Background: an optimization exercise with open tools, aiming at small area, a short achievable clock period and few clock cycles per item. Do not read the settings as production practice. Function was checked by simulation only, so behaviour that the tests miss may differ from the original. No activity file was given, so power comes from the tool's default toggle rates.

## old
==> module pixelQueryFifo, before the edit <==
module pixelQueryFifo
(
	input logic update,
	input logic rst,
	input logic pixelReq,
	input logic stepLate,
	input logic [9:0] pixelX,
	input logic [9:0] pixelY,
	output logic pixelAck,
	input logic [35:0] laneRingShift,
	input logic [8:0] driftShift,
	output logic qValid,
	output logic [3:0] qLane,
	output logic qYHigh,
	output logic [35:0] qRingY,
	output logic [9:0] qDriftY,
	input logic qPop
);
	localparam int CakeSize = 20;
	localparam logic [39:0] LaneX = {10'd510, 10'd240, 10'd100, 10'd65};
	logic push;
	logic [3:0] inLane;
	logic takenValid;
	logic [3:0] takenLane;
	logic [9:0] takenY;
	logic [8:0] shiftNow;
	logic [8:0] shift;
	logic [9:0] frameNext;
	logic carry5;
	logic [3:0] ring2HighNext;
	logic [9:0] frame;
	logic [3:0] ring2High;
	assign push = pixelReq && !pixelAck && !takenValid && !stepLate;
	always_comb
	begin
		shiftNow = '0;
		for (int l = 0; l < 4; l++)
			shiftNow = shiftNow | (inLane[l] ? ((l == 2) ? driftShift : laneRingShift[9*l +: 9]) : 9'd0);
	end
	always_comb
	begin
		for (int l = 0; l < 4; l++)
			inLane[l] = (pixelX > LaneX[10*l +: 10]) && ({1'b0, pixelX} < {1'b0, LaneX[10*l +: 10]} + 11'(CakeSize));
	end
	always_ff @(posedge update)
	begin
		if (rst)
		begin
			pixelAck <= 1'b0;
			takenValid <= 1'b0;
			qValid <= 1'b0;
		end
		else
		begin
			if (push)
				pixelAck <= 1'b1;
			else if (!pixelReq)
				pixelAck <= 1'b0;
			if (push)
				takenValid <= 1'b1;
			else if (!qValid)
				takenValid <= 1'b0;
			if (!qValid)
				qValid <= takenValid;
			else if (qPop)
				qValid <= 1'b0;
		end
	end
	always_ff @(posedge update)
	begin
		if (!takenValid)
		begin
			takenLane <= inLane;
			takenY <= pixelY;
			shift <= shiftNow;
		end
	end
	cakeRowAdd #(.W(10)) frameAdd (
		.a(takenY),
		.b({1'b0, shift}),
		.cin(1'b0),
		.sum(frameNext),
		.carry5(carry5)
	);
	logic [3:0] ring2High0;
	logic [3:0] ring2High1;
	assign ring2High0 = takenY[8:5] + laneRingShift[18+5 +: 4];
	assign ring2High1 = takenY[8:5] + laneRingShift[18+5 +: 4] + 4'd1;
	assign ring2HighNext = carry5 ? ring2High1 : ring2High0;
	always_ff @(posedge update)
	begin
		if (!qValid)
		begin
			qLane <= takenLane;
			qYHigh <= takenY[9];
			frame <= frameNext;
			ring2High <= ring2HighNext;
		end
	end
	always_comb
	begin
		qRingY = {frame[8:0], {ring2High, frame[4:0]}, frame[8:0], frame[8:0]};
		qDriftY = frame;
	end
endmodule
==> module cakeHitTester, before the edit <==
module cakeHitTester
(
	input logic update,
	input logic rst,
	input logic qValid,
	input logic [3:0] qLane,
	output logic qPop,
	input logic [23:0] rowHit,
	output logic hitReq,
	output logic [23:0] hitMask,
	input logic hitAck
);
	localparam int NumLanes = 4;
	localparam int CakesPerLane = 6;
	logic [23:0] hitNow;
	always_comb
	begin
		for (int l = 0; l < NumLanes; l++)
			for (int c = 0; c < CakesPerLane; c++)
				hitNow[l * CakesPerLane + c] = qLane[l] && rowHit[l * CakesPerLane + c];
	end
	assign qPop = qValid && !hitReq && !hitAck;
	always_ff @(posedge update)
	begin
		if (rst)
			hitReq <= 1'b0;
		else if (qPop)
			hitReq <= 1'b1;
		else if (hitAck)
			hitReq <= 1'b0;
	end
	always_ff @(posedge update)
	begin
		if (!hitReq)
			hitMask <= hitNow;
	end
endmodule
==> module cakeField, before the edit <==
module cakeField
(
	input logic update,
	input logic rst,
	input logic step,
	input logic pixelReq,
	input logic [9:0] pixelX,
	input logic [9:0] pixelY,
	output logic pixelAck,
	output logic hitReq,
	output logic [23:0] hitMask,
	input logic hitAck
);
	localparam int NumLanes = 4;
	localparam logic [3:0] LaneFallsDown = 4'b1001;
	localparam logic [7:0] LaneSpeed = {2'd1, 2'd2, 2'd1, 2'd1};
	localparam logic [215:0] LaneStartY = {
		{9'd400, 9'd330, 9'd255, 9'd200, 9'd100, 9'd20},
		{9'd375, 9'd350, 9'd210, 9'd180, 9'd75, 9'd25},
		{9'd440, 9'd340, 9'd290, 9'd220, 9'd150, 9'd50},
		{9'd450, 9'd370, 9'd290, 9'd200, 9'd150, 9'd70}
	};
	localparam logic [15:0] LaneNumWrap = {4'd6, 4'd3, 4'd6, 4'd6};
	localparam logic [71:0] LaneWrapOrder = {
		{3'd0, 3'd1, 3'd2, 3'd3, 3'd4, 3'd5},
		{3'd0, 3'd0, 3'd0, 3'd4, 3'd3, 3'd2},
		{3'd5, 3'd4, 3'd3, 3'd2, 3'd1, 3'd0},
		{3'd0, 3'd1, 3'd2, 3'd3, 3'd4, 3'd5}
	};
	logic [23:0] rowHit;
	logic qValid;
	logic [3:0] qLane;
	logic qYHigh;
	logic qPop;
	logic [35:0] laneRingShift;
	logic [35:0] laneDriftShift;
	logic [35:0] qRingY;
	logic [9:0] qDriftY;
	logic stepLate;
	always_ff @(posedge update)
	begin
		if (rst)
			stepLate <= 1'b0;
		else
			stepLate <= step;
	end
	for (genvar g = 0; g < NumLanes; g++)
	begin : gLane
		cakeLane #(
			.FallsDown(LaneFallsDown[g]),
			.Speed(LaneSpeed[2*g +: 2]),
			.StartY(LaneStartY[54*g +: 54]),
			.NumWrap(int'(LaneNumWrap[4*g +: 4])),
			.WrapOrder(LaneWrapOrder[18*g +: 18])
		) lane (
			.update(update),
			.rst(rst),
			.step(stepLate),
			.ringShift(laneRingShift[9*g +: 9]),
			.driftShift(laneDriftShift[9*g +: 9]),
			.ringY(qRingY[9*g +: 9]),
			.driftY(qDriftY),
			.qYHigh(qYHigh),
			.rowHit(rowHit[6*g +: 6])
		);
	end
	pixelQueryFifo queryFifo (
		.update(update),
		.rst(rst),
		.pixelReq(pixelReq),
		.stepLate(stepLate),
		.pixelX(pixelX),
		.pixelY(pixelY),
		.pixelAck(pixelAck),
		.laneRingShift(laneRingShift),
		.driftShift(laneDriftShift[18 +: 9]),
		.qValid(qValid),
		.qLane(qLane),
		.qYHigh(qYHigh),
		.qRingY(qRingY),
		.qDriftY(qDriftY),
		.qPop(qPop)
	);
	cakeHitTester hitTester (
		.update(update),
		.rst(rst),
		.qValid(qValid),
		.qLane(qLane),
		.qPop(qPop),
		.rowHit(rowHit),
		.hitReq(hitReq),
		.hitMask(hitMask),
		.hitAck(hitAck)
	);
endmodule
export LEC_CHECK = 0
export CAP_MARGIN = 20
export CORE_MARGIN = 2
export CORE_UTILIZATION = 40
export CTS_BUF_LIST = sky130_fd_sc_hd__clkbuf_4 sky130_fd_sc_hd__clkbuf_8
export SETUP_SLACK_MARGIN = 2.2
export SLEW_MARGIN = 20
create_clock -name core_clock -period 4.5 [get_ports {update}]
standard.sh (not shown) runs the stock make flow with config.mk's settings and CLKGATE_MAP_FILE= SYNTH_SCRIPT=/design/flow/synth_recipe.tcl, a recipe that flattens the netlist after the stock synthesis.
==> flow/flow/run.sh <==
#!/bin/bash
# Own layout flow: the standard flow, with the port buffers made from
# plain buffers (the standard flow picks a slow delay cell for them) and
# with the resizer free to swap a cell for one of another footprint.
# Synthesis is the standard one except that it leaves adders to ABC
# instead of mapping them to the library's full/half adder cells
# (ADDER_MAP_FILE empty); registers and their names are unchanged.
set -euo pipefail
bash standard.sh ADDER_MAP_FILE= synth > synth.log 2>&1
bash standard.sh \
	ADDER_MAP_FILE= \
	"BUFFER_PORTS_ARGS=-buffer_cell sky130_fd_sc_hd__buf_2" \
	MATCH_CELL_FOOTPRINT=0 \
	finish > layout.log 2>&1
The final layout from old, which completed every stage, passed the timing, design-rule and antenna checks at the end of the flow.
Testbench counts of old, summed over its fixed seeds: cycles 7,096, queries 3,072.
## Diff of input files: new against old
--- a/flow/design.v
+++ b/flow/design.v
@@ -169,11 +169,10 @@
 module pixelQueryFifo
 (
 	input logic update,
 	input logic rst,
 	input logic pixelReq,
-	input logic stepLate,
 	input logic [9:0] pixelX,
 	input logic [9:0] pixelY,
 	output logic pixelAck,
 	input logic [35:0] laneRingShift,
 	input logic [8:0] driftShift,
@@ -196,11 +195,11 @@
 	logic [9:0] frameNext;
 	logic carry5;
 	logic [3:0] ring2HighNext;
 	logic [9:0] frame;
 	logic [3:0] ring2High;
-	assign push = pixelReq && !pixelAck && !takenValid && !stepLate;
+	assign push = pixelReq && !pixelAck && !takenValid;
 	always_comb
 	begin
 		shiftNow = '0;
 		for (int l = 0; l < 4; l++)
 			shiftNow = shiftNow | (inLane[l] ? ((l == 2) ? driftShift : laneRingShift[9*l +: 9]) : 9'd0);
@@ -283,16 +282,18 @@
 	output logic [23:0] hitMask,
 	input logic hitAck
 );
 	localparam int NumLanes = 4;
 	localparam int CakesPerLane = 6;
-	logic [23:0] hitNow;
+	logic [5:0] cakeNow;
+	logic [3:0] hitLane;
+	logic [5:0] hitCake;
 	always_comb
 	begin
+		cakeNow = '0;
 		for (int l = 0; l < NumLanes; l++)
-			for (int c = 0; c < CakesPerLane; c++)
-				hitNow[l * CakesPerLane + c] = qLane[l] && rowHit[l * CakesPerLane + c];
+			cakeNow = cakeNow | (qLane[l] ? rowHit[l * CakesPerLane +: CakesPerLane] : '0);
 	end
 	assign qPop = qValid && !hitReq && !hitAck;
 	always_ff @(posedge update)
 	begin
 		if (rst)
@@ -303,11 +304,19 @@
 			hitReq <= 1'b0;
 	end
 	always_ff @(posedge update)
 	begin
 		if (!hitReq)
-			hitMask <= hitNow;
+		begin
+			hitLane <= qLane;
+			hitCake <= cakeNow;
+		end
+	end
+	always_comb
+	begin
+		for (int l = 0; l < NumLanes; l++)
+			hitMask[l * CakesPerLane +: CakesPerLane] = hitLane[l] ? hitCake : '0;
 	end
 endmodule
 module cakeField
 (
 	input logic update,
@@ -344,18 +353,10 @@
 	logic qPop;
 	logic [35:0] laneRingShift;
 	logic [35:0] laneDriftShift;
 	logic [35:0] qRingY;
 	logic [9:0] qDriftY;
-	logic stepLate;
-	always_ff @(posedge update)
-	begin
-		if (rst)
-			stepLate <= 1'b0;
-		else
-			stepLate <= step;
-	end
 	for (genvar g = 0; g < NumLanes; g++)
 	begin : gLane
 		cakeLane #(
 			.FallsDown(LaneFallsDown[g]),
 			.Speed(LaneSpeed[2*g +: 2]),
@@ -363,11 +364,11 @@
 			.NumWrap(int'(LaneNumWrap[4*g +: 4])),
 			.WrapOrder(LaneWrapOrder[18*g +: 18])
 		) lane (
 			.update(update),
 			.rst(rst),
-			.step(stepLate),
+			.step(step),
 			.ringShift(laneRingShift[9*g +: 9]),
 			.driftShift(laneDriftShift[9*g +: 9]),
 			.ringY(qRingY[9*g +: 9]),
 			.driftY(qDriftY),
 			.qYHigh(qYHigh),
@@ -376,11 +377,10 @@
 	end
 	pixelQueryFifo queryFifo (
 		.update(update),
 		.rst(rst),
 		.pixelReq(pixelReq),
-		.stepLate(stepLate),
 		.pixelX(pixelX),
 		.pixelY(pixelY),
 		.pixelAck(pixelAck),
 		.laneRingShift(laneRingShift),
 		.driftShift(laneDriftShift[18 +: 9]),
Notes after the runs:
Both conditions hold for new: the flow ran to the end and the final layout passed the timing, design-rule and antenna checks. Worst hold path depth came out exactly the same in new and old. new vs old: share of the clock period used by the worst path after layout up. The higher die outline area came out of old. new: wire length of the first global-routing pass 2.9 mm above old. new against old: reported combinational group power picked up an extra 66%; hold slack decreased 3.7 ps. Comparing new and old, the lower global-route usage is on old. When new is set beside old, its overall power after layout turns out to be 5.4% larger.
Testbench counts of new, summed over its fixed seeds: cycles 7,096, queries 3,072.

[afterwards: timing with drivers on the ports]
The flow's constraints put no driver on any port. The routed layouts listed below were extracted and timed again, unchanged, in two steps. Step 1 (the two cells are an assumption about what drives the block):
set clk [get_ports {update}]
set_driving_cell -lib_cell sky130_fd_sc_hd__clkbuf_16 $clk
set_driving_cell -lib_cell sky130_fd_sc_hd__buf_2 [delete_from_list [all_inputs] $clk]
Step 2, shift: input delay + t, output delay - t, t = (earliest + latest rising clock arrival at the registers) / 2. This alone moves slack from input paths to output paths. a / b / c = no drivers / after step 1 / after step 2; a / b = the first two.
run	t (ns)	setup WS [ns]	clock arrival spread, ns
old	0.481	2.242 / 2.242 / 1.902	0.013 / 0.013
new	0.472	2.183 / 2.183 / 1.742	0.018 / 0.018
After both steps setup and hold are still met in every run listed. The setup slack of new, which loses most, moves by 0.000 ns with the drivers and by -0.441 ns with both steps.
